This design comes from an exercise in tuning for small area and few clock cycles per item on the open sky130 flow, not from production work.
The RTL was checked by simulation tests, not by an equivalence proof against the original design.
No activity file was given, so power comes from the tool's default toggle rates.

$ cat design.v
`timescale 1ns / 1ps
package xyli_pkg;
  typedef enum logic {
    OP_TICK  = 1'b0,
    OP_START = 1'b1
  } op_e;
  typedef enum logic [1:0] {
    CFG_X_DIR_POL = 2'd0,
    CFG_Y_DIR_POL = 2'd1,
    CFG_X_LIMIT   = 2'd2,
    CFG_Y_LIMIT   = 2'd3
  } cfg_reg_e;
  localparam int unsigned RES_STEP_X = 0;
  localparam int unsigned RES_STEP_Y = 1;
  localparam int unsigned RES_DIR_X  = 2;
  localparam int unsigned RES_DIR_Y  = 3;
  localparam int unsigned RES_BUSY   = 4;
  localparam int unsigned RES_DONE   = 5;
  localparam int unsigned RES_FLAGS  = 6;
  typedef struct packed {
    logic done;
    logic busy;
    logic dir_y;
    logic dir_x;
    logic step_y;
    logic step_x;
  } flags_t;
endpackage
`timescale 1ns / 1ps
module xyli_cfg #(
  parameter int unsigned POS_BITS = 24
) (
  input  logic                 clk_i,
  input  logic                 rst_ni,
  input  logic                 wr_en_i,
  input  xyli_pkg::cfg_reg_e   wr_index_i,
  input  logic [POS_BITS-2:0]  wr_data_i,
  output logic                 x_pol_o,
  output logic                 y_pol_o,
  output logic [POS_BITS-2:0]  x_lim_o,
  output logic [POS_BITS-2:0]  y_lim_o
);
  logic                x_pol_q, y_pol_q;
  logic [POS_BITS-2:0] x_lim_nq, y_lim_nq;
  always_ff @(posedge clk_i or negedge rst_ni) begin
    if (!rst_ni) begin
      x_pol_q <= 1'b0;
      y_pol_q <= 1'b0;
      x_lim_nq <= '0;
      y_lim_nq <= '0;
    end else if (wr_en_i) begin
      unique case (wr_index_i)
        xyli_pkg::CFG_X_DIR_POL: x_pol_q <= wr_data_i[0];
        xyli_pkg::CFG_Y_DIR_POL: y_pol_q <= wr_data_i[0];
        xyli_pkg::CFG_X_LIMIT:   x_lim_nq <= ~wr_data_i;
        xyli_pkg::CFG_Y_LIMIT:   y_lim_nq <= ~wr_data_i;
        default: ;
      endcase
    end
  end
  assign x_pol_o = x_pol_q;
  assign y_pol_o = y_pol_q;
  assign x_lim_o = ~x_lim_nq;
  assign y_lim_o = ~y_lim_nq;
endmodule
`timescale 1ns / 1ps
module xyli_rca #(
  parameter int unsigned N = 8
) (
  input  logic [N-1:0] a_i,
  input  logic [N-1:0] b_i,
  input  logic         c_i,
  output logic [N-1:0] s_o,
  output logic         c_o
);
  logic [N:0] c;
  always_comb begin
    c[0] = c_i;
    for (int unsigned i = 0; i < N; i++) begin
      s_o[i] = a_i[i] ^ b_i[i] ^ c[i];
      c[i+1] = (a_i[i] & b_i[i]) | (c[i] & (a_i[i] ^ b_i[i]));
    end
    c_o = c[N];
  end
endmodule
module xyli_csel #(
  parameter int unsigned N = 16,
  parameter int unsigned K = 8
) (
  input  logic [N-1:0] a_i,
  input  logic [N-1:0] b_i,
  input  logic         c_i,
  output logic [N-1:0] s_o
);
  logic [K-1:0]   s_lo;
  logic [N-K-1:0] s_h0, s_h1;
  logic           c_lo;
  xyli_rca #(.N(K)) u_lo (
    .a_i (a_i[K-1:0]), .b_i (b_i[K-1:0]), .c_i (c_i), .s_o (s_lo), .c_o (c_lo)
  );
  xyli_rca #(.N(N-K)) u_h0 (
    .a_i (a_i[N-1:K]), .b_i (b_i[N-1:K]), .c_i (1'b0), .s_o (s_h0), .c_o ()
  );
  xyli_rca #(.N(N-K)) u_h1 (
    .a_i (a_i[N-1:K]), .b_i (b_i[N-1:K]), .c_i (1'b1), .s_o (s_h1), .c_o ()
  );
  assign s_o = {c_lo ? s_h1 : s_h0, s_lo};
endmodule
module xyli_core #(
  parameter int unsigned POS_BITS = 24
) (
  input  logic                        clk_i,
  input  logic                        rst_ni,
  input  logic                        en_i,
  output logic                        busy_o,
  input  xyli_pkg::op_e               op_i,
  input  logic                        rel_i,
  input  logic signed [POS_BITS-1:0]  tgt_x_i,
  input  logic signed [POS_BITS-1:0]  tgt_y_i,
  input  logic                        x_pol_i,
  input  logic                        y_pol_i,
  input  logic        [POS_BITS-2:0]  x_lim_i,
  input  logic        [POS_BITS-2:0]  y_lim_i,
  output xyli_pkg::flags_t            flags_o,
  output logic signed [POS_BITS-1:0]  pos_x_o,
  output logic signed [POS_BITS-1:0]  pos_y_o
);
  localparam int unsigned P  = POS_BITS;    
  localparam int unsigned D  = P + 1;       
  localparam int unsigned W  = P + 2;       
  localparam int unsigned L  = 13;          
  localparam int unsigned PL = 12;          
  logic [P-1:0] cur_x_q, cur_y_q;
  logic         pin_x_q, pin_y_q, phase_q, moving_q, st1_q, st2_q, vp_q;
  logic         sgn_x_q, sgn_y_q, xmaj_q;
  logic [P-1:0] j_q, mn_q, cnt_q;
  logic [D-1:0] vh_q;
  logic         vd_q, vc_q;
  logic         fx_q, fy_q, lbx_q, lby_q;
  logic         px_q, py_q, done_q;
  logic [D-1:0] sx, sy, ddx, ddy, bx, by, ex, ey;
  logic [P:0]   nzx, nzy;
  logic [P-1:0] st_ax, st_ay;
  logic         ddx_pos, ddy_pos;
  logic [D-1:0] dd, dd_a, dd_b;
  logic         dd_s;
  logic [P-1:0] st_mn, st_cnt, jx;
  logic [W-1:0] v0, v0_a, v0_b;
  logic         start, tick, step, neg, step_x, step_y, reached;
  logic [D-1:0] xa, xb;
  logic [L-1:0] vlo;
  logic         vlo_c;
  logic [D-L-1:0] vhi;
  logic [P-1:0] nx, ny;
  logic         nx_c, ny_c;
  logic [P-2:0] lim_nx, lim_ny;
  logic         lx_c, ly_c, hx_c, hy_c;
  logic         pul_x, pul_y;
  logic [P-1:0] cnt_dec;
  logic [P:0]   cnt_b;
  assign start  = en_i && (op_i == xyli_pkg::OP_START);
  assign tick   = en_i && (op_i == xyli_pkg::OP_TICK) && moving_q;
  assign busy_o = st1_q || st2_q;
  assign ex = {tgt_x_i[P-1], tgt_x_i};
  assign ey = {tgt_y_i[P-1], tgt_y_i};
  assign bx = {D{!rel_i}} ^ {cur_x_q[P-1], cur_x_q};
  assign by = {D{!rel_i}} ^ {cur_y_q[P-1], cur_y_q};
  xyli_csel #(.N(D), .K(12)) u_sx (.a_i(ex), .b_i(bx), .c_i(!rel_i), .s_o(sx));
  xyli_csel #(.N(D), .K(12)) u_sy (.a_i(ey), .b_i(by), .c_i(!rel_i), .s_o(sy));
  always_comb begin
    ddx = rel_i ? {tgt_x_i[P-1] ^ sx[D-1] ^ sx[P-1], tgt_x_i} : sx;
    ddy = rel_i ? {tgt_y_i[P-1] ^ sy[D-1] ^ sy[P-1], tgt_y_i} : sy;
    nzx[0] = 1'b0;
    nzy[0] = 1'b0;
    for (int unsigned i = 0; i < P; i++) begin
      nzx[i+1] = nzx[i] | ddx[i];
      nzy[i+1] = nzy[i] | ddy[i];
      st_ax[i] = ddx[i] ^ (ddx[D-1] & nzx[i]);
      st_ay[i] = ddy[i] ^ (ddy[D-1] & nzy[i]);
    end
    ddx_pos = !ddx[D-1] && nzx[P];
    ddy_pos = !ddy[D-1] && nzy[P];
  end
  assign dd_a = {1'b0, j_q};
  assign dd_b = ~{1'b0, mn_q};
  xyli_csel #(.N(D), .K(16)) u_dd (.a_i(dd_a), .b_i(dd_b), .c_i(1'b1), .s_o(dd));
  assign dd_s   = dd[D-1];
  assign st_mn  = dd_s ? j_q : mn_q;
  assign st_cnt = dd_s ? mn_q : j_q;
  assign jx   = j_q ^ {P{!xmaj_q}};
  assign v0_a = {2'b00, jx};
  assign v0_b = ~{2'b00, mn_q};
  xyli_csel #(.N(W), .K(16)) u_v0 (.a_i(v0_a), .b_i(v0_b), .c_i(!xmaj_q), .s_o(v0));
  assign neg = vh_q[D-1];
  assign xa  = neg  ? {1'b0, jx} : ~{1'b0, mn_q};
  assign xb  = vd_q ? {1'b0, jx} : ~{1'b0, mn_q};
  xyli_rca #(.N(L)) u_vlo (
    .a_i (vh_q[L-1:0]), .b_i (xa[L-1:0]), .c_i (neg ? !xmaj_q : 1'b1), .s_o (vlo), .c_o (vlo_c)
  );
  xyli_rca #(.N(D-L)) u_vhi (
    .a_i (vh_q[D-1:L]), .b_i (xb[D-1:L]), .c_i (vc_q), .s_o (vhi), .c_o ()
  );
  xyli_rca #(.N(PL)) u_nxl (
    .a_i (cur_x_q[PL-1:0]), .b_i ({{(PL-1){sgn_x_q}}, 1'b1}), .c_i (1'b0),
    .s_o (nx[PL-1:0]), .c_o (nx_c)
  );
  xyli_rca #(.N(P-PL)) u_nxh (
    .a_i (cur_x_q[P-1:PL]), .b_i ({(P-PL){sgn_x_q}}), .c_i (fx_q),
    .s_o (nx[P-1:PL]), .c_o ()
  );
  xyli_rca #(.N(PL)) u_nyl (
    .a_i (cur_y_q[PL-1:0]), .b_i ({{(PL-1){sgn_y_q}}, 1'b1}), .c_i (1'b0),
    .s_o (ny[PL-1:0]), .c_o (ny_c)
  );
  xyli_rca #(.N(P-PL)) u_nyh (
    .a_i (cur_y_q[P-1:PL]), .b_i ({(P-PL){sgn_y_q}}), .c_i (fy_q),
    .s_o (ny[P-1:PL]), .c_o ()
  );
  assign lim_nx = ~x_lim_i;
  assign lim_ny = ~y_lim_i;
  xyli_rca #(.N(PL)) u_lxl (
    .a_i (nx[PL-1:0]), .b_i (lim_nx[PL-1:0]), .c_i (1'b1), .s_o (), .c_o (lx_c)
  );
  xyli_rca #(.N(P-1-PL)) u_lxh (
    .a_i (nx[P-2:PL]), .b_i (lim_nx[P-2:PL]), .c_i (lbx_q), .s_o (), .c_o (hx_c)
  );
  xyli_rca #(.N(PL)) u_lyl (
    .a_i (ny[PL-1:0]), .b_i (lim_ny[PL-1:0]), .c_i (1'b1), .s_o (), .c_o (ly_c)
  );
  xyli_rca #(.N(P-1-PL)) u_lyh (
    .a_i (ny[P-2:PL]), .b_i (lim_ny[P-2:PL]), .c_i (lby_q), .s_o (), .c_o (hy_c)
  );
  assign pul_x = pin_x_q ? (nx[P-1] || !hx_c) : (!nx[P-1] && (nx != '0));
  assign pul_y = pin_y_q ? (ny[P-1] || !hy_c) : (!ny[P-1] && (ny != '0));
  always_comb begin
    cnt_b[0] = 1'b1;
    for (int unsigned i = 0; i < P; i++) begin
      cnt_dec[i] = cnt_q[i] ^ cnt_b[i];
      cnt_b[i+1] = cnt_b[i] & !cnt_q[i];
    end
  end
  assign reached = (cnt_q == '0);
  assign step    = tick && !reached && !phase_q;
  assign step_x  = xmaj_q || neg;
  assign step_y  = !xmaj_q || neg;
  always_ff @(posedge clk_i or negedge rst_ni) begin
    if (!rst_ni) begin
      cur_x_q  <= '0;
      cur_y_q  <= '0;
      pin_x_q  <= 1'b0;
      pin_y_q  <= 1'b0;
      phase_q  <= 1'b0;
      moving_q <= 1'b0;
      st1_q    <= 1'b0;
      st2_q    <= 1'b0;
      vp_q     <= 1'b0;
    end else begin
      st1_q <= start;
      st2_q <= st1_q;
      vp_q  <= step;
      if (start) begin
        pin_x_q  <= ddx_pos ? x_pol_i : !x_pol_i;
        pin_y_q  <= ddy_pos ? y_pol_i : !y_pol_i;
        moving_q <= 1'b1;
      end
      if (tick) begin
        if (reached) begin
          moving_q <= 1'b0;
        end else begin
          phase_q <= !phase_q;
        end
      end
      if (step && step_x) cur_x_q <= nx;
      if (step && step_y) cur_y_q <= ny;
    end
  end
  always_ff @(posedge clk_i) begin
    fx_q  <= nx_c;
    fy_q  <= ny_c;
    lbx_q <= lx_c;
    lby_q <= ly_c;
    if (en_i) begin
      px_q   <= step && step_x && pul_x;
      py_q   <= step && step_y && pul_y;
      done_q <= tick && reached;
    end
    if (start) begin
      sgn_x_q <= !ddx_pos;
      sgn_y_q <= !ddy_pos;
      j_q     <= st_ax;
      mn_q    <= st_ay;
    end
    if (st1_q) begin
      j_q    <= dd[P-1:0];
      mn_q   <= st_mn;
      cnt_q  <= st_cnt;
      xmaj_q <= !dd_s;
    end else if (step) begin
      cnt_q  <= cnt_dec;
    end
    if (st2_q) begin
      vh_q <= v0[W-1:1];
    end else begin
      if (step) begin
        vh_q[L-1:0] <= vlo;
        vc_q        <= vlo_c;
        vd_q        <= neg;
      end
      if (vp_q) begin
        vh_q[D-1:L] <= vhi;
      end
    end
  end
  assign flags_o.step_x = px_q;
  assign flags_o.step_y = py_q;
  assign flags_o.dir_x  = pin_x_q;
  assign flags_o.dir_y  = pin_y_q;
  assign flags_o.busy   = moving_q;
  assign flags_o.done   = done_q;
  assign pos_x_o        = cur_x_q;
  assign pos_y_o        = cur_y_q;
endmodule
`timescale 1ns / 1ps
module xy_stepper_line_interpolator #(
  parameter int unsigned POS_BITS = 24
) (
  input  logic                       clk_i,
  input  logic                       rst_ni,
  input  logic                       s_axis_tvalid,
  output logic                       s_axis_tready,
  input  logic [((2*POS_BITS+7)/8)*8-1:0] s_axis_tdata,
  input  logic [1:0]                 s_axis_tuser,
  output logic                       m_axis_tvalid,
  input  logic                       m_axis_tready,
  output logic [((2*POS_BITS+6+7)/8)*8-1:0] m_axis_tdata,
  input  logic                       cfg_valid_i,
  output logic                       cfg_ready_o,
  input  logic [1:0]                 cfg_index_i,
  input  logic [POS_BITS-2:0]        cfg_data_i
);
  localparam int unsigned OUT_BITS = ((2*POS_BITS+6+7)/8)*8;
  logic                       s_fire;
  logic                       m_vld_q, wr_q, core_busy;
  logic                       x_pol, y_pol;
  logic [POS_BITS-2:0]        x_lim, y_lim;
  xyli_pkg::flags_t           flags;
  logic signed [POS_BITS-1:0] pos_x, pos_y;
  assign s_axis_tready = (!m_vld_q || m_axis_tready) && !core_busy && !wr_q;
  assign s_fire        = s_axis_tvalid && s_axis_tready;
  assign cfg_ready_o   = 1'b1;
  always_ff @(posedge clk_i or negedge rst_ni) begin
    if (!rst_ni) begin
      m_vld_q <= 1'b0;
      wr_q    <= 1'b0;
    end else begin
      m_vld_q <= s_fire || (m_vld_q && !m_axis_tready);
      wr_q    <= cfg_valid_i;
    end
  end
  xyli_cfg #(
    .POS_BITS (POS_BITS)
  ) u_cfg (
    .clk_i      (clk_i),
    .rst_ni     (rst_ni),
    .wr_en_i    (cfg_valid_i),
    .wr_index_i (xyli_pkg::cfg_reg_e'(cfg_index_i)),
    .wr_data_i  (cfg_data_i),
    .x_pol_o    (x_pol),
    .y_pol_o    (y_pol),
    .x_lim_o    (x_lim),
    .y_lim_o    (y_lim)
  );
  xyli_core #(
    .POS_BITS (POS_BITS)
  ) u_core (
    .clk_i   (clk_i),
    .rst_ni  (rst_ni),
    .en_i    (s_fire),
    .busy_o  (core_busy),
    .op_i    (xyli_pkg::op_e'(s_axis_tuser[0])),
    .rel_i   (s_axis_tuser[1]),
    .tgt_x_i (s_axis_tdata[POS_BITS-1:0]),
    .tgt_y_i (s_axis_tdata[2*POS_BITS-1:POS_BITS]),
    .x_pol_i (x_pol),
    .y_pol_i (y_pol),
    .x_lim_i (x_lim),
    .y_lim_i (y_lim),
    .flags_o (flags),
    .pos_x_o (pos_x),
    .pos_y_o (pos_y)
  );
  assign m_axis_tvalid = m_vld_q;
  assign m_axis_tdata  = OUT_BITS'({pos_y, pos_x, flags.done, flags.busy, flags.dir_y,
                                    flags.dir_x, flags.step_y, flags.step_x});
endmodule
$ cat run.sh
#!/bin/bash
# synth_recipe.tcl (not shown) runs the flow's synth.tcl, then flattens the netlist and writes it again
# the make line also repeats each setting of config.mk as NAME=value (left out here)
make -C /OpenROAD-flow-scripts/flow DESIGN_CONFIG=/design/flow/config.mk WORK_HOME=/design/flow/orfs CLKGATE_MAP_FILE= SYNTH_SCRIPT=/design/flow/synth_recipe.tcl finish
$ cat config.mk
export PLATFORM = sky130hd
export DESIGN_NAME = xy_stepper_line_interpolator
export DESIGN_NICKNAME = xy_stepper_line_interpolator
export VERILOG_FILES = /design/flow/design.v
export SDC_FILE = /design/flow/constraint.sdc
export NUM_CORES = 4
export LEC_CHECK = 0
export CAP_MARGIN = 20
export CORE_MARGIN = 2
export CORE_UTILIZATION = 40
export SLEW_MARGIN = 20
$ cat constraint.sdc
create_clock -name core_clock -period 9.0 [get_ports {clk_i}]
set_input_delay 1.8000 -clock core_clock [delete_from_list [all_inputs] [get_ports {clk_i}]]
set_output_delay 1.8000 -clock core_clock [all_outputs]
set_load 0.01 [all_outputs]
==> impl_metrics.toml, run 1 <==
[worst_setup_path]
cpPeakStageDelay_ps = 430
critPathBufInv = 3
cp_data_arrival_time_ps = 10960
crit_path_start_kind = "input pin"
cp.required_ps = 9490
critPathMaxFanout = 6
crit_top_cell = "fa_2"
crit_slowest_cell = "or4_4"
critical_path_class = "input pin to register"
cpLargestDelayFamily = "adder cells"
critPathCaptureType = "register"

[floorplanning]
die_w_um = 212
die_area_um2 = 44900
ios = 139
start_util_pct = 40.3
row_count = 76
die_h_um = 212
core_um2 = 42900

[detailed_routing]
drtIter0Drc = 748
drc = 0
viasPerCell = 5.07
num_vias = 12755
ant_nets = 0
wire_per_inst_um = 18.8
drt-total-wl_um = 47400
drt_first_pass_iters = 5

[global_routing]
grt_max_degree = 86
grt_pass1_wl_um = 74800
grt-ovfl-total = 0
antenna_found_initial = 3
grt_pass1_vias = 13227
grtUsageTotal_pct = 21.7

[power]
power_mw = 6.99
ir_worst_vdd_v = 0.000183
leakagePower_nw = 9.36
powerDensity_nw_per_um2 = 324

[placed_design]
gp_congestion = 0.900
postPlaceCellArea_um2 = 20000
io_buffers = 135
dp_cells = 2447
dpl.hpwl_um = 36900

[synth]
synth_area_per_cell_um2 = 10.1
synthFlopType = "edfxtp_1"
ys_async_sr_fraction_pct = 49.1
synth_cell_types = 81
ys_ff_latch = 214
synthCells = 1709
synth_enable_flop_cells = 105
yosys_warnings = 9
ys_seq_area_share_pct = 33.9
netlist_area_um2 = 17300

[cells_and_area]
antennaDiodeCount = 0
final_common_cell = "inv_1"
seqCellArea_um2 = 5860
utilization_pct = 50.3
drive_above_1_share_pct = 17.1
nFillCells = 3860
area_delta_synth_final_pct = 24.9
final_cell_mix = "inv_1 (242), nand2_1 (155), clkdlybuf4s50_1 (129), o21ai_0 (127), edfxtp_1 (105)"
design_area_um2 = 21600
multi_input_area_um2 = 10700
nets = 2232
final_cells = 2517

[cts]
htreeDepth = 1
postCtsHoldBufs = 0
insertion_delay_ps = 560
cts.sinks = 214
root_buffer = "clkbuf_16"
cts_made_buffers = 26
cts_tree = "yes"
clk_pin_slew_worst_paths_ps = 60
cts_max_path_buffers = 3

[timing]
finalCriticalPeriod_ps = 10470
setup_viol = 50
period_share_pct = 116
fmax_mhz = 95.5
finalClockSkew_ps = 15.0
worst_slack_ps = -1470
max_slew_margin_pct = 30.3
grt_setup_unrepaired = "true"
slew_viol_final = 0
worst_slew_pin_slew_ps = 1040
whs_ps = 483
hold_violations = 0

[run_status]
so.violations = "setup timing"
status = "failed layout checks"

[job]
drv_cap = 0

[min_path]
holdCritPathClass = "register to register"
==> per-layer routing <==
metal  track usage (%)  routed length, µm  up-vias
met5                 0                 34        -
met3              3.77               2100       98
met2              37.0              23500      253
met4              9.47               2010        6
met1              27.2              19800     6250
li1                  -                  -     6148
==> cell families (layout without fill, tap and decap cells) <==
| family | after synthesis | after routing | synth area share, % |
|---|---|---|---|
| flip-flops | 214 | 214 | 33.9 |
| AND/OR/NAND/NOR | 359 | 359 | 10.3 |
| AO/OA/AOI/OAI | 315 | 315 | 10.8 |
| adder cells (fa/ha/maj) | 240 | 240 | 23.7 |
| multiplexers | 110 | 110 | 6.51 |
| XOR/XNOR | 136 | 136 | 6.90 |
| other | 2 | 3 | 0.0435 |
| buffers and inverters | 333 | 555 | 7.76 |
==> timing repair <==
| action | CTS | global route |
|---|---|---|
| gates cloned | 4 | 0 |
| setup endpoints to repair | 52 | 101 |
| pin swaps | 19 | 22 |
| setup buffers | 10 | 8 |
| gates resized for setup | 66 | 32 |
==> registers in the layout, indices dropped and copies added, names as in the netlist, 23 cells and up <==
| signal | flops |
|---|---|
| u_core.vh_q | 25 |
| u_core.cnt_q | 24 |
| u_core.cur_x_q | 24 |
| u_core.cur_y_q | 24 |
| u_core.j_q | 24 |
| u_core.mn_q | 24 |
| u_cfg.x_lim_nq | 23 |
| u_cfg.y_lim_nq | 23 |
==> power by group <==
group,leakage (nW),switching (mW),internal (mW)
clock,0.433,0.436,0.699
combinational,6.61,2.12,2.05
sequential,2.31,0.325,1.36
total,9.36,2.88,4.11
==> area by class of cell <==
| class | instances | area share (%) |
|---|---|---|
| Clock buffer | 36 | 3.33 |
| Tap cell | 585 | 3.39 |
| Inverter | 251 | 4.38 |
| Multi-Input combinational cell | 1163 | 49.6 |
| Timing Repair Buffer | 256 | 11.3 |
| Clock inverter | 12 | 0.864 |
| Sequential cell | 214 | 27.2 |
==> cells in the mapped netlist (6+ instances only) <==
library cell  instances  area (µm²)
o21ai_0             147         736
mux2_2               19         214
xnor2_1              77         674
a21o_1                6        45.0
a21oi_1              75         375
xor2_1               59         517
edfxtp_1            105        3150
buf_2                13        65.1
a31oi_1              13        81.3
or3_1                 9        56.3
and3_1               15        93.8
o21ai_1              10        50.1
clkbuf_1             52         195
and4b_1               6        60.1
nand4_1               9        56.3
nor3_1               16        80.1
fa_1                146        2920
ha_1                 94        1180
nand2_1             159         597
buf_4                 9        67.6
nand2b_1             10        62.6
dfrtp_1             105        2630
o31ai_1              13        97.6
o211ai_1              8        60.1
nor4_1               16         100
nand3_1               6        30.0
nand3b_1              6        45.0
nor2_1               68         255
inv_1               249         935
mux2i_1              91         911
==> worst register-to-register path: cells and delay by family (launching register included) <==
kind	cells	cell delay, ps
simple gates	1	210
fa+ha+maj	22	7280
mux	2	430
flops	1	440
xor+xnor	1	190
buf+inv	3	180
compound gates	3	520
==> metrics by stage <==
stage / setup TNS (ps) / worst slack, ps
after floorplan: -118530 / -2650
after global placement: -102280 / -2250
after detailed placement: -107120 / -2360
after CTS: -67320 / -1540
after global routing: -76290 / -1740
final: -63520 / -1470
==> path summary, 6_finish.rpt <==
kind / startpoint / to / slack, ps / cells after the start
setup / recovery: s_axis_tuser[1] / u_core.pin_y_q / -1470 / 32
hold / removal: u_cfg.x_lim_nq[8] / u_cfg.x_lim_nq[8] / 480 / 2
setup reg to reg: u_core.cur_x_q[1] / u_core.j_q[22] / -500 / 32
hold reg to reg: u_cfg.x_lim_nq[8] / u_cfg.x_lim_nq[8] / 480 / 2
max in group asynchronous: rst_ni / u_core.cur_x_q[7] / 6490 / 2
min in group asynchronous: rst_ni / u_cfg.y_lim_nq[18] / 1260 / 1
Testbench counts, summed over its fixed seeds: cycles 24,928, items 24,276.
==> inputs of run 2 (changes only) <==
--- a/design.v
+++ b/design.v
@@ -84,5 +84,5 @@
   end
 endmodule
-module xyli_csel #(
+module xyli_cadd #(
   parameter int unsigned N = 16,
   parameter int unsigned K = 8
@@ -94,16 +94,19 @@
 );
   logic [K-1:0]   s_lo;
-  logic [N-K-1:0] s_h0, s_h1;
+  logic [N-K-1:0] s_h, all1;
   logic           c_lo;
   xyli_rca #(.N(K)) u_lo (
     .a_i (a_i[K-1:0]), .b_i (b_i[K-1:0]), .c_i (c_i), .s_o (s_lo), .c_o (c_lo)
   );
-  xyli_rca #(.N(N-K)) u_h0 (
-    .a_i (a_i[N-1:K]), .b_i (b_i[N-1:K]), .c_i (1'b0), .s_o (s_h0), .c_o ()
+  xyli_rca #(.N(N-K)) u_hi (
+    .a_i (a_i[N-1:K]), .b_i (b_i[N-1:K]), .c_i (1'b0), .s_o (s_h), .c_o ()
   );
-  xyli_rca #(.N(N-K)) u_h1 (
-    .a_i (a_i[N-1:K]), .b_i (b_i[N-1:K]), .c_i (1'b1), .s_o (s_h1), .c_o ()
-  );
-  assign s_o = {c_lo ? s_h1 : s_h0, s_lo};
+  always_comb begin
+    all1[0] = 1'b1;
+    for (int unsigned i = 1; i < N - K; i++) begin
+      all1[i] = all1[i-1] & s_h[i-1];
+    end
+  end
+  assign s_o = {s_h ^ (all1 & {(N-K){c_lo}}), s_lo};
 endmodule
 module xyli_core #(
@@ -114,4 +117,5 @@
   input  logic                        en_i,
   output logic                        busy_o,
+  output logic                        planned_o,
   input  xyli_pkg::op_e               op_i,
   input  logic                        rel_i,
@@ -133,8 +137,8 @@
   logic [P-1:0] cur_x_q, cur_y_q;
   logic         pin_x_q, pin_y_q, phase_q, moving_q, st1_q, st2_q, vp_q;
-  logic         sgn_x_q, sgn_y_q, xmaj_q;
-  logic [P-1:0] j_q, mn_q, cnt_q;
+  logic         sgn_x_q, sgn_y_q, xmaj_q, negx_q, negy_q;
+  logic [P-1:0] j_q, mn_q, cntn_q;
   logic [D-1:0] vh_q;
-  logic         vd_q, vc_q;
+  logic         vc_q;
   logic         fx_q, fy_q, lbx_q, lby_q;
   logic         px_q, py_q, done_q;
@@ -143,4 +147,5 @@
   logic [P-1:0] st_ax, st_ay;
   logic         ddx_pos, ddy_pos;
+  logic         start_x_pos, start_y_pos;
   logic [D-1:0] dd, dd_a, dd_b;
   logic         dd_s;
@@ -148,5 +153,5 @@
   logic [W-1:0] v0, v0_a, v0_b;
   logic         start, tick, step, neg, step_x, step_y, reached;
-  logic [D-1:0] xa, xb;
+  logic [D-1:0] xa;
   logic [L-1:0] vlo;
   logic         vlo_c;
@@ -157,15 +162,16 @@
   logic         lx_c, ly_c, hx_c, hy_c;
   logic         pul_x, pul_y;
-  logic [P-1:0] cnt_dec;
+  logic [P-1:0] cnt_inc;
   logic [P:0]   cnt_b;
   assign start  = en_i && (op_i == xyli_pkg::OP_START);
   assign tick   = en_i && (op_i == xyli_pkg::OP_TICK) && moving_q;
-  assign busy_o = st1_q || st2_q;
+  assign busy_o    = st1_q || st2_q;
+  assign planned_o = st1_q;
   assign ex = {tgt_x_i[P-1], tgt_x_i};
   assign ey = {tgt_y_i[P-1], tgt_y_i};
   assign bx = {D{!rel_i}} ^ {cur_x_q[P-1], cur_x_q};
   assign by = {D{!rel_i}} ^ {cur_y_q[P-1], cur_y_q};
-  xyli_csel #(.N(D), .K(12)) u_sx (.a_i(ex), .b_i(bx), .c_i(!rel_i), .s_o(sx));
-  xyli_csel #(.N(D), .K(12)) u_sy (.a_i(ey), .b_i(by), .c_i(!rel_i), .s_o(sy));
+  xyli_cadd #(.N(D), .K(12)) u_sx (.a_i(ex), .b_i(bx), .c_i(!rel_i), .s_o(sx));
+  xyli_cadd #(.N(D), .K(12)) u_sy (.a_i(ey), .b_i(by), .c_i(!rel_i), .s_o(sy));
   always_comb begin
     ddx = rel_i ? {tgt_x_i[P-1] ^ sx[D-1] ^ sx[P-1], tgt_x_i} : sx;
@@ -179,10 +185,10 @@
       st_ay[i] = ddy[i] ^ (ddy[D-1] & nzy[i]);
     end
-    ddx_pos = !ddx[D-1] && nzx[P];
-    ddy_pos = !ddy[D-1] && nzy[P];
   end
+  assign ddx_pos = !negx_q && (j_q != '0);
+  assign ddy_pos = !negy_q && (mn_q != '0);
   assign dd_a = {1'b0, j_q};
   assign dd_b = ~{1'b0, mn_q};
-  xyli_csel #(.N(D), .K(16)) u_dd (.a_i(dd_a), .b_i(dd_b), .c_i(1'b1), .s_o(dd));
+  xyli_cadd #(.N(D), .K(16)) u_dd (.a_i(dd_a), .b_i(dd_b), .c_i(1'b1), .s_o(dd));
   assign dd_s   = dd[D-1];
   assign st_mn  = dd_s ? j_q : mn_q;
@@ -191,13 +197,12 @@
   assign v0_a = {2'b00, jx};
   assign v0_b = ~{2'b00, mn_q};
-  xyli_csel #(.N(W), .K(16)) u_v0 (.a_i(v0_a), .b_i(v0_b), .c_i(!xmaj_q), .s_o(v0));
+  xyli_cadd #(.N(W), .K(16)) u_v0 (.a_i(v0_a), .b_i(v0_b), .c_i(!xmaj_q), .s_o(v0));
   assign neg = vh_q[D-1];
-  assign xa  = neg  ? {1'b0, jx} : ~{1'b0, mn_q};
-  assign xb  = vd_q ? {1'b0, jx} : ~{1'b0, mn_q};
+  assign xa  = neg ? {1'b0, jx} : ~{1'b0, mn_q};
   xyli_rca #(.N(L)) u_vlo (
     .a_i (vh_q[L-1:0]), .b_i (xa[L-1:0]), .c_i (neg ? !xmaj_q : 1'b1), .s_o (vlo), .c_o (vlo_c)
   );
   xyli_rca #(.N(D-L)) u_vhi (
-    .a_i (vh_q[D-1:L]), .b_i (xb[D-1:L]), .c_i (vc_q), .s_o (vhi), .c_o ()
+    .a_i (vh_q[D-1:L]), .b_i (xa[D-1:L]), .c_i (vc_q), .s_o (vhi), .c_o ()
   );
   xyli_rca #(.N(PL)) u_nxl (
@@ -236,9 +241,9 @@
     cnt_b[0] = 1'b1;
     for (int unsigned i = 0; i < P; i++) begin
-      cnt_dec[i] = cnt_q[i] ^ cnt_b[i];
-      cnt_b[i+1] = cnt_b[i] & !cnt_q[i];
+      cnt_inc[i] = cntn_q[i] ^ cnt_b[i];
+      cnt_b[i+1] = cnt_b[i] & cntn_q[i];
     end
   end
-  assign reached = (cnt_q == '0);
+  assign reached = &cntn_q;
   assign step    = tick && !reached && !phase_q;
   assign step_x  = xmaj_q || neg;
@@ -260,7 +265,9 @@
       vp_q  <= step;
       if (start) begin
+        moving_q <= 1'b1;
+      end
+      if (st1_q) begin
         pin_x_q  <= ddx_pos ? x_pol_i : !x_pol_i;
         pin_y_q  <= ddy_pos ? y_pol_i : !y_pol_i;
-        moving_q <= 1'b1;
       end
       if (tick) begin
@@ -286,16 +293,18 @@
     end
     if (start) begin
-      sgn_x_q <= !ddx_pos;
-      sgn_y_q <= !ddy_pos;
+      negx_q  <= ddx[D-1];
+      negy_q  <= ddy[D-1];
       j_q     <= st_ax;
       mn_q    <= st_ay;
     end
     if (st1_q) begin
+      sgn_x_q <= !ddx_pos;
+      sgn_y_q <= !ddy_pos;
       j_q    <= dd[P-1:0];
       mn_q   <= st_mn;
-      cnt_q  <= st_cnt;
+      cntn_q <= ~st_cnt;
       xmaj_q <= !dd_s;
     end else if (step) begin
-      cnt_q  <= cnt_dec;
+      cntn_q <= cnt_inc;
     end
     if (st2_q) begin
@@ -305,5 +314,4 @@
         vh_q[L-1:0] <= vlo;
         vc_q        <= vlo_c;
-        vd_q        <= neg;
       end
       if (vp_q) begin
@@ -341,5 +349,5 @@
   localparam int unsigned OUT_BITS = ((2*POS_BITS+6+7)/8)*8;
   logic                       s_fire;
-  logic                       m_vld_q, wr_q, core_busy;
+  logic                       m_vld_q, wr_q, core_busy, core_planned;
   logic                       x_pol, y_pol;
   logic [POS_BITS-2:0]        x_lim, y_lim;
@@ -354,5 +362,5 @@
       wr_q    <= 1'b0;
     end else begin
-      m_vld_q <= s_fire || (m_vld_q && !m_axis_tready);
+      m_vld_q <= (s_fire && !s_axis_tuser[0]) || core_planned || (m_vld_q && !m_axis_tready);
       wr_q    <= cfg_valid_i;
     end
@@ -377,5 +385,6 @@
     .rst_ni  (rst_ni),
     .en_i    (s_fire),
-    .busy_o  (core_busy),
+    .busy_o    (core_busy),
+    .planned_o (core_planned),
     .op_i    (xyli_pkg::op_e'(s_axis_tuser[0])),
     .rel_i   (s_axis_tuser[1]),
==> impl_metrics.toml, run 2 <==
[cells_and_area]
multi_input_area_um2 = 10900
area_delta_synth_final_pct = 17.4
nets = 2195
top_register = "u_core.vh_q"
seqCellArea_um2 = 5890
final_cell_mix = "inv_1 (209), nand2_1 (199), o21ai_0 (145), clkdlybuf4s50_1 (133), fa_1 (125)"
largest_reg_flops = 25
final_common_cell = "inv_1"
final_cells = 2495
nFillCells = 4125
drive_above_1_share_pct = 10.7

[cts]
cts_tree = "yes"
cts_max_path_buffers = 3
htreeDepth = 1
postCtsHoldBufs = 0
insertion_delay_ps = 570
clk_pin_slew_worst_paths_ps = 60
root_buffer = "clkbuf_16"
cts.sinks = 215
cts_made_buffers = 26

[synth]
ys_async_sr_fraction_pct = 48.8
yosys_warnings = 12
synth_area_per_cell_um2 = 10.1
synth_xor_area_share_pct = 7.53
synth_fa_ha_area_share_pct = 23.1
synthTopCellsByArea = "edfxtp_1 (18%), fa_1 (18%), dfrtp_1 (15%)"
ys_top_cells_by_count = "inv_1 (209), nand2_1 (199), fa_1 (156)"
netlist_area_um2 = 17800
synth_cell_types = 89
synth.area.mux_share_pct = 6.44
ys_ff_latch = 215
synth_top_family_by_area = "adder cells"
synthCells = 1758
ys_seq_area_share_pct = 33.1
synth-simple-area-share_pct = 13.0
synth.most_common_cell = "inv_1"
synth_compound_area_share_pct = 10.0
yosys.area.top_type_share_pct = 17.9
synth_enable_flop_cells = 106
synthFlopType = "edfxtp_1"
yosys.area.top_type = "edfxtp_1"

[power]
seq_power_share_pct = 25.2
ir_worst_vdd_v = 0.000184
powerDensity_nw_per_um2 = 336
power_frac_comb_pct = 60.0
intPower_mw = 3.93
power_switching_mw = 3.07
power_mw = 7.00
power_frac_clock_pct = 14.8
leakagePower_nw = 8.74
swShare_pct = 43.9

[worst_setup_path]
crit_slowest_cell = "fa_1"
critPathCaptureType = "register"
critical_path_class = "register to register"
critPathBufInv = 2
cp.required_ps = 9310
cp_data_arrival_time_ps = 9000
cpLargestDelayFamily = "adder cells"
critPathMaxFanout = 6
crit_top_cell = "fa_2"
cpPeakStageDelay_ps = 460
crit_path_start_kind = "register"

[detailed_routing]
viasPerCell = 5.20
ant_nets = 0
num_vias = 12963
wire_per_inst_um = 19.3
drc = 0
drtIter0Drc = 759
drt_first_pass_iters = 5
drt-total-wl_um = 48100

[global_routing]
grt_pass1_wl_um = 75300
grtUsageTotal_pct = 20.8
grt-ovfl-total = 0
antenna_found_initial = 3
grt_max_degree = 75
grt_pass1_vias = 13119

[floorplanning]
ios = 139
die_area_um2 = 46200
core_um2 = 44000
start_util_pct = 40.4
die_w_um = 215
die_h_um = 215
row_count = 77

[run_status]
status = "no timing/DRC/antenna violations"

[placed_design]
io_buffers = 135
dp_cells = 2432
gp_congestion = 0.896
dpl.hpwl_um = 37500

[min_path]
holdCritPathClass = "register to register"

[timing]
fmax_mhz = 115
hold_violations = 0
period_share_pct = 96.5
setup_viol = 0
finalCriticalPeriod_ps = 8690
max_slew_margin_pct = 32.9
worst_slew_pin_slew_ps = 999
grt_setup_unrepaired = "false"
fin_tns_setup_ps = 0
finalClockSkew_ps = 20.1
slew_viol_final = 0

[job]
drv_cap = 0
-- run 2: cells by family (layout without fill, tap and decap cells) --
kind of cell | after synthesis | count (layout)
and+or+nand+nor | 454 | 454
AOI/OAI and AO/OA | 296 | 296
buffers and inverters | 295 | 435
adders and majority gates | 235 | 235
DFF | 215 | 215
xor gates and xnor gates | 152 | 153
muxes | 109 | 109
other | 2 | 6
-- run 2: metrics by stage --
step           setup WS [ps]  area [µm²]  utilization [%]  hold WS [ps]
6_report                 311       20900             47.4           483
5_1_grt                 50.0       20900             47.4           507
4_1_cts                 10.2       20700             47.0           489
3_5_place_dp           -8.95       19900             45.1           475
3_3_place_gp             141       19900             45.1           461
2_1_floorplan          0.399       18000                -           441
-- run 2: worst min-delay path, stage by stage, from the launching register on --
cell	delay, ps
dfrtp_1	350
nand2_1	50
o21ai_0	60
-- run 2: area by class of cell --
cell class                      count  share of cell area (%)
Multi-Input combinational cell   1250                    52.1
Tap cell                          592                    3.55
Clock buffer                       40                    3.77
Inverter                          212                    3.81
Sequential cell                   215                    28.2
Antenna cell                        3                  0.0360
Clock inverter                      8                   0.270
Timing Repair Buffer              175                    8.20
-- run 2: repair_timing --
action,4_1_cts,5_1_grt
setup buffers,0,8
resized for setup,0,4
setup endpoints to repair,0,44
-- run 2: layer usage --
| layer | wire [µm] | vias to the layer above | GRT usage [%] |
|---|---|---|---|
| met5 | 25 | - | 0 |
| met4 | 1310 | 4 | 5.93 |
| met3 | 2610 | 83 | 3.75 |
| met2 | 23800 | 311 | 36.0 |
| met1 | 20300 | 6338 | 26.6 |
| li1 | - | 6227 | - |
-- run 2: power groups by stage --
stage	registers (mW)	clock network, mW	logic [mW]
finish	1.76	1.04	4.20
global route	1.80	1.10	4.75
CTS	1.76	1.06	4.18
detailed placement	1.78	0	4.15
global placement	1.78	0	4.05
floorplan	1.66	0	2.98
-- run 2: final timing paths --
| kind | from | end | slack (ps) | cells after the start |
|---|---|---|---|---|
| max reg2reg | u_core.j_q[0] | u_core.cntn_q[7] | 310 | 25 |
| max in group asynchronous | rst_ni | u_core.st1_q | 6390 | 2 |
| min reg2reg | u_cfg.x_lim_nq[22] | u_cfg.x_lim_nq[22] | 480 | 2 |
| min | u_cfg.x_lim_nq[22] | u_cfg.x_lim_nq[22] | 480 | 2 |
| min in group asynchronous | rst_ni | u_cfg.x_lim_nq[10] | 1220 | 1 |
| max | u_core.j_q[0] | u_core.cntn_q[7] | 310 | 25 |
Testbench counts of run 2, summed over its fixed seeds: cycles 24,928, items 24,276.
==> inputs of run 3 (changes only) <==
==> flow/run.sh (new file) <==
#!/bin/bash
# The standard layout (the standard.sh), with the port buffers that ORFS puts on every
# input and output made the smallest buffer cell instead of the delay buffer it picks itself.
set -e
export BUFFER_PORTS_ARGS="-buffer_cell sky130_fd_sc_hd__buf_1"
bash standard.sh > standard.log 2>&1
==> standard.sh (new file) <==
#!/bin/bash
# synth_recipe.tcl (not shown) runs the flow's synth.tcl, then flattens the netlist and writes it again
# the make line also repeats each setting of config.mk as NAME=value (left out here)
make -C /OpenROAD-flow-scripts/flow DESIGN_CONFIG=/design/flow/config.mk WORK_HOME=/design/flow/orfs CLKGATE_MAP_FILE= SYNTH_SCRIPT=/design/flow/synth_recipe.tcl "${@:-finish}"
removed: run.sh
==> impl_metrics.toml, run 3 <==
[run_status]
status = "no timing/DRC/antenna violations"

[placed_design]
dpl.hpwl_um = 37800
io_buffers = 135
gp_congestion = 0.886
dp_slack_ps = 2.85

[synth]
ys_seq_area_share_pct = 33.1
synth_top_family_by_area = "adder cells"
synth_area_per_cell_um2 = 10.1
yosys_warnings = 12
synth_enable_flop_cells = 106
synth_cell_types = 89
synthCells = 1758
ys_async_sr_fraction_pct = 48.8
synthTopCellsByArea = "edfxtp_1 (18%), fa_1 (18%), dfrtp_1 (15%)"
synth_xor_area_share_pct = 7.53
yosys.area.top_type_share_pct = 17.9
synth_fa_ha_area_share_pct = 23.1
synth_compound_area_share_pct = 10.0
ys_ff_latch = 215
synthFlopType = "edfxtp_1"
synth.most_common_cell = "inv_1"
netlist_area_um2 = 17800
synth.area.mux_share_pct = 6.44
ys_top_cells_by_count = "inv_1 (209), nand2_1 (199), fa_1 (156)"
synth-simple-area-share_pct = 13.0
yosys.area.top_type = "edfxtp_1"

[global_routing]
antenna_found_initial = 4
grt-ovfl-total = 0
grtUsageTotal_pct = 20.6
grt_max_degree = 64
grt_pass1_wl_um = 74500
grt_pass1_vias = 13310

[worst_setup_path]
crit_path_start_kind = "register"
cp_data_arrival_time_ps = 8960
critPathMaxFanout = 13
critPathCaptureType = "register"
cp.required_ps = 9260
critical_path_class = "register to register"

[timing]
slew_viol_final = 0
grt_setup_unrepaired = "false"
fin_tns_setup_ps = 0
fmax_mhz = 115
worst_slew_pin_slew_ps = 966
finalCriticalPeriod_ps = 8700
max_slew_margin_pct = 35.1
whs_ps = 476
period_share_pct = 96.7
worst_slack_ps = 296
finalClockSkew_ps = 22.5
setup_viol = 0
hold_violations = 0

[floorplanning]
start_util_pct = 40.4
die_w_um = 215
row_count = 77
die_area_um2 = 46200
ios = 139
core_um2 = 44000
die_h_um = 215

[detailed_routing]
ant_nets = 0
drtIter0Drc = 652
drt-total-wl_um = 47100
drc = 0
wire_per_inst_um = 19.0
drt_first_pass_iters = 5
num_vias = 12996
viasPerCell = 5.24

[cells_and_area]
top_register = "u_core.vh_q"
final_cell_mix = "inv_1 (209), nand2_1 (199), o21ai_0 (145), buf_1 (133), fa_1 (126)"
nFillCells = 4248
drive_above_1_share_pct = 10.2
final_common_cell = "inv_1"
area_delta_synth_final_pct = 11.8
largest_reg_flops = 25
nets = 2183

[power]
power_frac_clock_pct = 14.6
leakagePower_nw = 8.30
swShare_pct = 45.2
powerDensity_nw_per_um2 = 340
power_switching_mw = 3.05
ir_worst_vdd_v = 0.000192
power_frac_comb_pct = 59.6
seq_power_share_pct = 25.9
intPower_mw = 3.70

[cts]
cts_tree = "yes"
root_buffer = "clkbuf_16"
htreeDepth = 1
cts.sinks = 215
cts_max_path_buffers = 3
insertion_delay_ps = 560
cts_made_buffers = 25
cts_setup_buffers = 0
clk_pin_slew_worst_paths_ps = 60

[job]
drv_cap = 0

[min_path]
holdCritPathClass = "register to register"
run 3: cell count changes in the layout (fill, tap and decap cells not counted), moves of 2 or more:
cell             change
clkdlybuf4s50_1    -133
clkbuf_1             -4
clkbuf_16            -3
buf_1              +133
buf_4               -12
clkbuf_4             +2
clkinv_1             +3
run 3: final timing paths:
| kind | from | end | slack [ps] | cells after the start |
|---|---|---|---|---|
| min in group asynchronous | rst_ni | u_cfg.x_lim_nq[10] | 1340 | 1 |
| worst min-delay path | u_cfg.y_lim_nq[0] | u_cfg.y_lim_nq[0] | 480 | 2 |
| max in group asynchronous | rst_ni | u_core.vp_q | 6380 | 2 |
| worst min register to register | u_cfg.y_lim_nq[0] | u_cfg.y_lim_nq[0] | 480 | 2 |
| worst max register to register | u_core.j_q[0] | u_core.mn_q[17] | 300 | 25 |
| worst max-delay path | u_core.j_q[0] | u_core.mn_q[17] | 300 | 25 |
run 3: power by group through the flow:
| stage | clock, mW | combinational [mW] | sequential, mW |
|---|---|---|---|
| 2_1_floorplan | 0 | 2.98 | 1.66 |
| 3_3_place_gp | 0 | 3.91 | 1.76 |
| 5_1_grt | 1.05 | 4.57 | 1.78 |
| 4_1_cts | 1.01 | 4.05 | 1.75 |
| 6_report | 0.983 | 4.02 | 1.75 |
| 3_5_place_dp | 0 | 4.03 | 1.77 |
run 3: worst max-delay path: stages, from the launching register on:
cell,delay [ps]
edfxtp_1,350
inv_1,50
ha_1,210
fa_1,450
fa_1,460
fa_2,410
fa_2,410
fa_2,410
fa_2,410
fa_2,410
fa_2,400
fa_2,410
fa_2,410
fa_2,400
fa_2,400
fa_2,400
fa_2,400
fa_1,430
and4b_2,340
and3_4,220
nand3_2,110
nor2_4,160
xnor2_4,110
buf_12,170
o22ai_4,250
clkbuf_16,220
run 3: routing by layer:
metal | global-route usage, % | part of all wire, %
met1 | 25.2 | 42
met2 | 36.0 | 50
met3 | 3.27 | 4.5
met4 | 8.50 | 4.3
met5 | 0 | 0.057
run 3: logic make-up after synthesis:
family,count (synthesis)
flops,215
mux,109
other cells,2
xor+xnor,152
compound gates,296
simple gates,454
buf+inv,295
fa+ha+maj,235
run 3: what timing repair did:
item,4_1_cts,5_1_grt
endpoints found under the setup margin,0,48
hold buffers,0,0
gates resized for setup,0,6
run 3: layout make-up:
| class | instances | area (µm²) | share of cell area [%] |
|---|---|---|---|
| clock inverters | 12 | 66.3 | 0.334 |
| well taps | 592 | 741 | 3.73 |
| flip-flops and latches | 215 | 5890 | 29.7 |
| inverters | 212 | 796 | 4.00 |
| diodes | 3 | 7.51 | 0.0378 |
| repair buffers | 165 | 793 | 3.99 |
| clock buffers | 34 | 721 | 3.63 |
| multi-input cells | 1249 | 10900 | 54.6 |
run 3: metrics by stage:
stage	power (mW)	utilization [%]	std cells	instance area (µm²)
detailed placement	5.79	43.2	2431	19000
floorplan	4.64	-	1759	18000
global route	7.40	45.1	2480	19900
CTS	6.81	45.0	2477	19800
finish	6.75	45.2	2482	19900
global placement	5.68	43.2	2431	19000
==> inputs of run 4 (changes only) <==
--- a/config.mk
+++ b/config.mk
@@ -8,4 +8,4 @@
 export CAP_MARGIN = 20
 export CORE_MARGIN = 2
-export CORE_UTILIZATION = 40
+export CORE_UTILIZATION = 60
 export SLEW_MARGIN = 20
==> impl_metrics.toml, run 4 <==
[min_path]
worstHoldPathCells = 2
min_from = "u_cfg.y_lim_nq[0]"
holdCritPathClass = "register to register"

[floorplanning]
die_area_um2 = 31000
core_um2 = 29400
die_h_um = 176
ios = 139
row_count = 63
start_util_pct = 60.5
die_w_um = 176

[placed_design]
io_buffers = 135
dp_cells = 2229
gp_congestion = 0.917
dpl.hpwl_um = 35700
postPlaceCellArea_um2 = 18800

[global_routing]
use_met2_pct = 51.7
use_met1_pct = 38.5
antenna_found_initial = 7
grt_max_degree = 85
grtUsageTotal_pct = 30.2
busiest_layer = "met2"
grt_pass1_vias = 12963
grt_pass1_wl_um = 71800
grt-ovfl-total = 0
grt_use_met3_pct = 5.36

[synth]
synth_area_per_cell_um2 = 10.1
synthFlopType = "edfxtp_1"
ys_ff_latch = 215
ys_async_sr_fraction_pct = 48.8
ys_seq_area_share_pct = 33.1
synth.most_common_cell = "inv_1"
yosys_warnings = 12
synthTopCellsByArea = "edfxtp_1 (18%), fa_1 (18%), dfrtp_1 (15%)"
yosys.area.top_type_share_pct = 17.9
yosys.area.top_type = "edfxtp_1"
netlist_area_um2 = 17800
synthCells = 1758
ys_top_cells_by_count = "inv_1 (209), nand2_1 (199), fa_1 (156)"
synth_enable_flop_cells = 106
synth_cell_types = 89

[cells_and_area]
utilization_pct = 67.1
final_cells = 2280
final_cell_mix = "inv_1 (209), nand2_1 (199), o21ai_0 (145), buf_1 (133), fa_1 (126)"
design_area_um2 = 19700
final_common_cell = "inv_1"
seqCellArea_um2 = 5890
nets = 2183
drive_above_1_share_pct = 10.3
nFillCells = 2353
multi_input_area_um2 = 10900
top_register = "u_core.vh_q"
largest_reg_flops = 25
area_delta_synth_final_pct = 10.9

[worst_setup_path]
cp-startpoint = "u_core.mn_q[0]"
cp.required_ps = 9280
r2r_end = "u_core.cntn_q[20]"
cpPeakStageDelay_ps = 470
crit_path_start_kind = "register"
crit_slowest_cell = "fa_1"
critical_path_class = "register to register"
critPathMaxFanout = 5
r2r_setup_slack_ps = 290
crit_end = "u_core.cntn_q[20]"
ff2ff_path_depth = 24
path_cells = "ha_1 -> fa_1 -> fa_2 -> fa_1 -> fa_2 -> fa_1 -> fa_2 -> fa_2 -> fa_2 -> fa_2 -> fa_2 -> fa_2 -> fa_2 -> fa_2 -> fa_2 -> fa_2 -> and4b_1 -> and3_4 -> nand3_2 -> nor2_4 -> xnor2_4 -> buf_6 -> mux2i_1 -> mux2_2"
crit_top_cell = "fa_2"
cp_data_arrival_time_ps = 8990
r2r-start = "u_core.mn_q[0]"
critPathCaptureType = "register"

[detailed_routing]
viasPerCell = 5.65
drc = 0
drt-total-wl_um = 45600
wire_per_inst_um = 20.0
ant_nets = 0
drt_first_pass_iters = 6
num_vias = 12888
drtIter0Drc = 762

[timing]
max_slew_margin_pct = 34.1
finalClockSkew_ps = 33.2
worst_slew_pin_slew_ps = 980
fmax_mhz = 115
hold_violations = 0
fin_tns_setup_ps = 0
slew_viol_final = 0
grt_setup_unrepaired = "false"
setup_viol = 0
period_share_pct = 96.8
finalCriticalPeriod_ps = 8710
whs_ps = 480

[cts]
postCtsHoldBufs = 0
insertion_delay_ps = 550
htreeDepth = 1
cts_made_buffers = 24
cts.sinks = 215
root_buffer = "clkbuf_16"
cts_tree = "yes"
cts_max_path_buffers = 3
clk_pin_slew_worst_paths_ps = 60

[power]
powerDensity_nw_per_um2 = 348
ir_worst_vdd_v = 0.000257
leakagePower_nw = 8.35

[run_status]
status = "no timing/DRC/antenna violations"

[job]
drv_cap = 0
run 4: cell count changes in the layout (fill, tap and decap cells not counted), sizes merged:
cell	previous run	this run
bufinv	0	3
inv	212	211
buf	162	164
diode	3	4
clkbuf	37	35
clkinv	11	8
run 4: how the worst min path moves through the flow:
| stage | to | slack, ps |
|---|---|---|
| 2_1_floorplan | u_cfg.x_lim_nq[0] | 440 |
| 3_3_place_gp | u_cfg.y_lim_nq[0] | 460 |
| 6_report | u_cfg.y_lim_nq[0] | 480 |
| 5_1_grt | u_cfg.x_lim_nq[2] | 510 |
| 3_5_place_dp | u_cfg.y_lim_nq[0] | 470 |
| 4_1_cts | u_cfg.y_lim_nq[0] | 480 |
run 4: layout make-up:
type                            instances  area share (%)
Antenna cell                            4          0.0507
Clock buffer                           33            3.80
Clock inverter                         11           0.723
Inverter                              212            4.03
Multi-Input combinational cell       1249            55.0
Sequential cell                       215            29.9
Tap cell                              390            2.47
Timing Repair Buffer                  166            4.01
run 4: critical path, delay by kind of cell (launching register included):
kind,cells,cell delay [ps]
muxes,2,350
and+or+nand+nor,4,780
xor gates and xnor gates,1,210
DFF,1,400
buffers and inverters,1,200
adders and majority gates,16,6520
run 4: routing by layer:
| layer | vias to the layer above | wire (µm) | share of wire [%] |
|---|---|---|---|
| met5 | - | 45 | 0.099 |
| met3 | 104 | 2400 | 5.3 |
| met1 | 6255 | 18800 | 41 |
| met2 | 319 | 22600 | 50 |
| met4 | 6 | 1720 | 3.8 |
| li1 | 6204 | - | - |
run 4: cells by family (layout without fill, tap and decap cells):
family,after synthesis,after routing,synth area share (%)
AO/OA/AOI/OAI,296,296,10.0
XOR/XNOR,152,152,7.53
adder cells (fa/ha/maj),235,235,23.1
buffers and inverters,295,422,6.71
flip-flops,215,215,33.1
multiplexers,109,109,6.44
other,2,7,0.0422
AND/OR/NAND/NOR,454,454,13.0
run 4: timing repair:
action / 4_1_cts / 5_1_grt
cloned: 1 / 0
setup endpoints to repair: 11 / 48
pin swaps: 1 / 2
buffers inserted: 2 / 0
gates resized for setup: 0 / 7
run 4: metrics by stage:
step,worst slack [ps],power [mW]
floorplan,0.399,4.64
global placement,125,5.61
detailed placement,-9.23,5.72
CTS,0.974,6.89
global route,44.0,7.47
finish,286,6.86
run 4: report_power, final:
part	total, mW	internal [mW]	switching, mW
clock network	1.10	0.670	0.433
registers	1.75	1.40	0.350
logic	4.01	1.76	2.25
==> inputs of run 5 (changes only) <==
--- a/config.mk
+++ b/config.mk
@@ -8,4 +8,5 @@
 export CAP_MARGIN = 20
 export CORE_MARGIN = 2
-export CORE_UTILIZATION = 60
+export CORE_UTILIZATION = 40
+export CTS_BUF_LIST = sky130_fd_sc_hd__clkbuf_8
 export SLEW_MARGIN = 20
==> impl_metrics.toml, run 5 <==
[worst_setup_path]
cp.required_ps = 9280
r2r_end = "u_core.mn_q[5]"
crit_slowest_cell = "fa_1"
crit_path_start_kind = "register"
r2r_setup_slack_ps = 300
ff2ff_path_depth = 25
crit_top_cell = "fa_2"
critPathMaxFanout = 13
cpLargestDelayFamily = "adder cells"
critical_path_class = "register to register"
cp_data_arrival_time_ps = 8990
critPathCaptureType = "register"
critPathBufInv = 3
cpPeakStageDelay_ps = 470
r2r-start = "u_core.j_q[0]"

[synth]
synth_xor_area_share_pct = 7.53
synth_area_per_cell_um2 = 10.1
synth.most_common_cell = "inv_1"
synthFlopType = "edfxtp_1"
ys_ff_latch = 215
yosys.area.top_type_share_pct = 17.9
synth_compound_area_share_pct = 10.0
yosys_warnings = 12
synth_enable_flop_cells = 106
ys_top_cells_by_count = "inv_1 (209), nand2_1 (199), fa_1 (156)"
ys_seq_area_share_pct = 33.1
ys_async_sr_fraction_pct = 48.8
synthCells = 1758
synth_top_family_by_area = "adder cells"
synthTopCellsByArea = "edfxtp_1 (18%), fa_1 (18%), dfrtp_1 (15%)"
netlist_area_um2 = 17800
yosys.area.top_type = "edfxtp_1"
synth_fa_ha_area_share_pct = 23.1
synth-simple-area-share_pct = 13.0
synth_cell_types = 89
synth.area.mux_share_pct = 6.44

[detailed_routing]
ant_nets = 0
wire_per_inst_um = 18.9
viasPerCell = 5.24
drtIter0Drc = 689
drt_first_pass_iters = 5
num_vias = 13134
drt-total-wl_um = 47300
drc = 0

[power]
intPower_mw = 3.62
power_switching_mw = 3.06
powerDensity_nw_per_um2 = 337
power_mw = 6.68
leakagePower_nw = 8.35
power_frac_comb_pct = 60.2
swShare_pct = 45.8
seq_power_share_pct = 26.2
power_frac_clock_pct = 13.6
ir_worst_vdd_v = 0.000159

[cells_and_area]
utilization_pct = 45.1
final_cell_mix = "inv_1 (224), nand2_1 (199), o21ai_0 (145), buf_1 (133), fa_1 (126)"
final_common_cell = "inv_1"
nets = 2197
final_cells = 2506
drive_above_1_share_pct = 10.7
multi_input_area_um2 = 10900
seqCellArea_um2 = 5890
nFillCells = 4296
top_register = "u_core.vh_q"
design_area_um2 = 19800
area_delta_synth_final_pct = 11.6
largest_reg_flops = 25

[timing]
finalClockSkew_ps = 38.0
worst_slew_pin_slew_ps = 980
hold_violations = 0
fin_tns_setup_ps = 0
period_share_pct = 96.7
setup_viol = 0
slew_viol_final = 0
max_slew_margin_pct = 34.2
finalCriticalPeriod_ps = 8700
grt_setup_unrepaired = "false"
fmax_mhz = 115

[placed_design]
gp_congestion = 0.886
postPlaceCellArea_um2 = 19000
dp_cells = 2431
dpl.hpwl_um = 37800
io_buffers = 135

[cts]
root_buffer = "clkbuf_8"
cts_made_buffers = 39
cts_tree = "yes"
cts_resized = 0
postCtsHoldBufs = 0
cts_setup_buffers = 0
cts.sinks = 215
cts_max_path_buffers = 3
htreeDepth = 2
clk_pin_slew_worst_paths_ps = 60
insertion_delay_ps = 570

[global_routing]
use_met1_pct = 25.1
grt_max_degree = 64
busiest_layer = "met2"
grtUsageTotal_pct = 20.7
antenna_found_initial = 3
use_met2_pct = 36.3
grt-ovfl-total = 0
grt_pass1_vias = 13421
grt_pass1_wl_um = 74800
grt_use_met3_pct = 3.85

[min_path]
hold_end = "u_cfg.y_lim_nq[0]"
min_from = "u_cfg.y_lim_nq[0]"
worstHoldPathCells = 2
holdCritPathClass = "register to register"

[floorplanning]
core_um2 = 44000
die_h_um = 215
ios = 139
die_area_um2 = 46200
row_count = 77
die_w_um = 215
start_util_pct = 40.4

[run_status]
status = "no timing/DRC/antenna violations"

[job]
drv_cap = 0
==> run 5: cell counts after synthesis <==
No cell type changed its count.
==> run 5: cell families (layout without fill, tap and decap cells) <==
| group | after synthesis | in the layout |
|---|---|---|
| AND/OR/NAND/NOR | 454 | 454 |
| AO/OA/AOI/OAI | 296 | 296 |
| buffers and inverters | 295 | 448 |
| adder cells (fa/ha/maj) | 235 | 235 |
| flip-flops | 215 | 215 |
| XOR/XNOR | 152 | 152 |
| multiplexers | 109 | 109 |
| other | 2 | 5 |
==> run 5: worst max-delay path by stage <==
stage / startpoint / endpoint / slack (ps) / cells past startpoint
after floorplan: u_core.j_q[0] / u_core.mn_q[0] / 0.4 / 25
after global placement: u_core.j_q[0] / u_core.cntn_q[7] / 150 / 25
after detailed placement: u_core.mn_q[0] / u_core.cntn_q[2] / 3 / 24
after CTS: u_core.j_q[0] / u_core.cntn_q[2] / 20 / 25
after global routing: u_core.j_q[0] / u_core.mn_q[10] / 70 / 25
final: u_core.j_q[0] / u_core.mn_q[5] / 300 / 25
==> run 5: stage by stage <==
step                      setup WS [ps]  hold WS [ps]
final                               297           476
after global routing               66.0           501
after CTS                          16.0           482
after detailed placement           2.85           470
after global placement              148           460
after floorplan                   0.399           441
==> run 5: layout make-up <==
cell class,count,area share (%)
diodes,2,0.0252
clock buffers,44,3.05
clock inverters,27,0.725
inverters,212,4.01
multi-input cells,1249,54.7
flip-flops and latches,215,29.7
well taps,592,3.73
repair buffers,165,4.02
==> run 5: worst register-to-register path, cell delays in order, from the launching register on <==
cell and delay [ps]:
edfxtp_1 350, inv_1 50, ha_1 210, fa_1 460, fa_2 410, fa_2 400, fa_2 400, fa_1 470
fa_2 420, fa_2 410, fa_2 400, fa_2 410, fa_2 410, fa_2 400, fa_2 400, fa_2 400
fa_2 400, fa_1 430, and4b_2 330, and3_4 220, nand3_2 110, nor2_4 160, xnor2_4 110, buf_12 170
o22ai_4 250, clkbuf_16 220
==> run 5: power by group through the flow <==
stage / Sequential (mW) / Combinational (mW) / Clock [mW]
5_1_grt: 1.78 / 4.57 / 0.978
4_1_cts: 1.75 / 4.05 / 0.935
2_1_floorplan: 1.66 / 2.98 / 0
3_3_place_gp: 1.76 / 3.91 / 0
6_report: 1.75 / 4.02 / 0.910
3_5_place_dp: 1.77 / 4.03 / 0
==> run 5: per-layer routing <==
layer  wire length (µm)  vias to the layer above  part of all wire [%]
met1              19400                     6444                    41
met5                 27                        -                 0.057
met2              23400                      334                    49
met3               2470                      111                   5.2
met4               2040                        4                   4.3
li1                   -                     6241                     -
==> inputs of run 6 (changes only) <==
--- a/config.mk
+++ b/config.mk
@@ -9,4 +9,6 @@
 export CORE_MARGIN = 2
 export CORE_UTILIZATION = 40
-export CTS_BUF_LIST = sky130_fd_sc_hd__clkbuf_8
+export CTS_BUF_LIST = sky130_fd_sc_hd__clkbuf_16
+export CTS_CLUSTER_DIAMETER = 100
+export CTS_CLUSTER_SIZE = 25
 export SLEW_MARGIN = 20
==> impl_metrics.toml, run 6 <==
[timing]
period_share_pct = 96.7
slew_viol_final = 0
hold_violations = 0
finalCriticalPeriod_ps = 8700
fin_tns_setup_ps = 0
fmax_mhz = 115
worst_slew_pin_slew_ps = 977
whs_ps = 489
finalClockSkew_ps = 24.3
max_slew_margin_pct = 34.4
grt_setup_unrepaired = "false"
setup_viol = 0
worst_slack_ps = 297

[cts]
htreeDepth = 1
insertion_delay_ps = 490
cts_tree = "yes"
cts_max_path_buffers = 3
cts_made_buffers = 13
clk_pin_slew_worst_paths_ps = 110
root_buffer = "clkbuf_16"
cts.sinks = 215

[cells_and_area]
top_register = "u_core.vh_q"
largest_reg_flops = 25
utilization_pct = 44.4
final_common_cell = "inv_1"
drive_above_1_share_pct = 9.23
nets = 2172
area_delta_synth_final_pct = 9.86
final_cells = 2457
design_area_um2 = 19500
final_cell_mix = "inv_1 (211), nand2_1 (199), o21ai_0 (145), buf_1 (133), fa_1 (126)"

[min_path]
holdCritPathClass = "register to register"

[power]
power_switching_mw = 2.99
intPower_mw = 3.46
swShare_pct = 46.3
leakagePower_nw = 8.14
power_mw = 6.45
seq_power_share_pct = 27.1
power_frac_comb_pct = 62.4
ir_worst_vdd_v = 0.000174
power_frac_clock_pct = 10.5
powerDensity_nw_per_um2 = 330

[detailed_routing]
drt_first_pass_iters = 6
drt-total-wl_um = 46700
top_layer_used = "met5"
num_vias = 12911
wl_met2_um = 23300
viasPerCell = 5.25
wl_met3_um = 1990
drtIter0Drc = 775
ant_nets = 0
met1_length_um = 19600
drc = 0
wire_per_inst_um = 19.0

[worst_setup_path]
critical_path_class = "register to register"
cp.required_ps = 9210
critPathCaptureType = "register"
crit_path_start_kind = "register"
cp_data_arrival_time_ps = 8910
critPathMaxFanout = 13
r2r_setup_slack_ps = 300

[synth]
ys_ff_latch = 215
synth.most_common_cell = "inv_1"
yosys_warnings = 12
synthFlopType = "edfxtp_1"
synth_fa_ha_area_share_pct = 23.1
synth_compound_area_share_pct = 10.0
synthTopCellsByArea = "edfxtp_1 (18%), fa_1 (18%), dfrtp_1 (15%)"
synth.area.mux_share_pct = 6.44
ys_async_sr_fraction_pct = 48.8
synth_enable_flop_cells = 106
yosys.area.top_type = "edfxtp_1"
synth_xor_area_share_pct = 7.53
ys_top_cells_by_count = "inv_1 (209), nand2_1 (199), fa_1 (156)"
ys_seq_area_share_pct = 33.1
netlist_area_um2 = 17800
synth_top_family_by_area = "adder cells"
synth_cell_types = 89
synth-simple-area-share_pct = 13.0
yosys.area.top_type_share_pct = 17.9
synthCells = 1758
synth_area_per_cell_um2 = 10.1

[floorplanning]
die_h_um = 215
die_area_um2 = 46200
ios = 139
core_um2 = 44000
row_count = 77
die_w_um = 215
start_util_pct = 40.4

[placed_design]
gp_congestion = 0.886
io_buffers = 135
dpl.hpwl_um = 37800
dp_cells = 2431
postPlaceCellArea_um2 = 19000
dp_slack_ps = 2.85

[global_routing]
grt_pass1_wl_um = 73800
grt_max_degree = 64
antenna_found_initial = 3
grt_pass1_vias = 13151
grt-ovfl-total = 0
grtUsageTotal_pct = 20.3

[run_status]
status = "no timing/DRC/antenna violations"

[job]
drv_cap = 0
-- run 6: cell counts after synthesis --
No cell type changed its count.
-- run 6: cells by family after synthesis --
| kind of cell | count (synthesis) |
|---|---|
| AO/OA/AOI/OAI | 296 |
| XOR/XNOR | 152 |
| adder cells (fa/ha/maj) | 235 |
| buffers and inverters | 295 |
| flip-flops | 215 |
| multiplexers | 109 |
| other | 2 |
| AND/OR/NAND/NOR | 454 |
-- run 6: per-layer routing --
layer / up-vias / global-route usage (%)
met4: 4 / 7.43
met3: 91 / 2.90
met5: - / 0
li1: 6176 / -
met1: 6344 / 25.1
met2: 296 / 36.0
-- run 6: worst max-delay path, cell delays in order, from the launching register on --
cell and delay (ps):
edfxtp_1 370, inv_1 50, ha_1 210, fa_1 450
fa_1 460, fa_2 410, fa_2 410, fa_2 400
fa_2 410, fa_2 410, fa_2 400, fa_2 410
fa_2 410, fa_2 400, fa_2 400, fa_2 400
fa_2 400, fa_1 430, and4b_2 330, and3_4 220
nand3_2 110, nor2_4 160, xnor2_4 110, buf_12 170
o22ai_4 250, clkbuf_16 220
-- run 6: power by group through the flow --
stage / registers, mW / clock network (mW) / logic (mW)
floorplan: 1.66 / 0 / 2.98
global placement: 1.76 / 0 / 3.91
detailed placement: 1.77 / 0 / 4.03
CTS: 1.75 / 0.697 / 4.05
global route: 1.78 / 0.730 / 4.57
finish: 1.74 / 0.679 / 4.03
-- run 6: what timing repair did --
item,in CTS,in global routing
hold buffers,0,0
setup endpoints to repair,0,48
resized for setup,0,6
buffers inserted,0,1
-- run 6: path summary, 6_finish.rpt --
check	startpoint	end	depth (start not counted)
worst max-delay path	u_core.j_q[0]	u_core.mn_q[0]	25
worst min-delay path	u_cfg.y_lim_nq[0]	u_cfg.y_lim_nq[0]	2
worst max register to register	u_core.j_q[0]	u_core.mn_q[0]	25
worst min register to register	u_cfg.y_lim_nq[0]	u_cfg.y_lim_nq[0]	2
max in group asynchronous	rst_ni	u_core.phase_q	2
min in group asynchronous	rst_ni	u_cfg.x_lim_nq[8]	1
-- run 6: cell type report --
type	instances	area, µm²
clock buffer	16	400
clock inverter	5	38.8
inverter	212	796
antenna	2	5.00
multi-input combinational	1249	10900
fill	4289	24500
tap	592	741
sequential	215	5890
timing repair buffer	166	801

## separate check: timing with driven ports
How much do the figures lean on ideal ports? The routed layouts below were timed once more, with nothing changed but the port constraints. Step 1: set_driving_cell puts a clkbuf_16 on clk_i and a buf_2 on each other input, an assumption about the parent block. Step 2, shift: input delay + t, output delay - t, t = (earliest + latest rising clock arrival at the registers) / 2. This alone moves slack from input paths to output paths. a / b / c = ideal ports / drivers / drivers and shift; a / b = the first two.
| run | t (ns) | setup slack, ns | latest minus earliest clock arrival (ns) | slew at the worst register clock pin (ns) | cell pins on the clock port's net |
|---|---|---|---|---|---|
| run 1 | 0.603 | -1.469 / -1.464 / -2.067 | 0.015 / 0.015 | 0.06 / 0.06 | 1 |
| run 2 | 0.615 | 0.311 / 0.311 / 0.145 | 0.020 / 0.021 | 0.06 / 0.06 | 1 |
| run 3 | 0.595 | 0.296 / 0.296 / 0.221 | 0.022 / 0.023 | 0.06 / 0.06 | 1 |
| run 4 | 0.587 | 0.286 / 0.286 / 0.211 | 0.033 / 0.033 | 0.07 / 0.07 | 1 |
| run 5 | 0.599 | 0.297 / 0.297 / 0.208 | 0.038 / 0.038 | 0.07 / 0.07 | 1 |
| run 6 | 0.532 | 0.297 / 0.297 / 0.195 | 0.025 / 0.025 | 0.11 / 0.11 | 1 |
For run 1, which loses most, drivers alone change the setup slack by +0.005 ns; drivers and shift together by -0.598 ns.
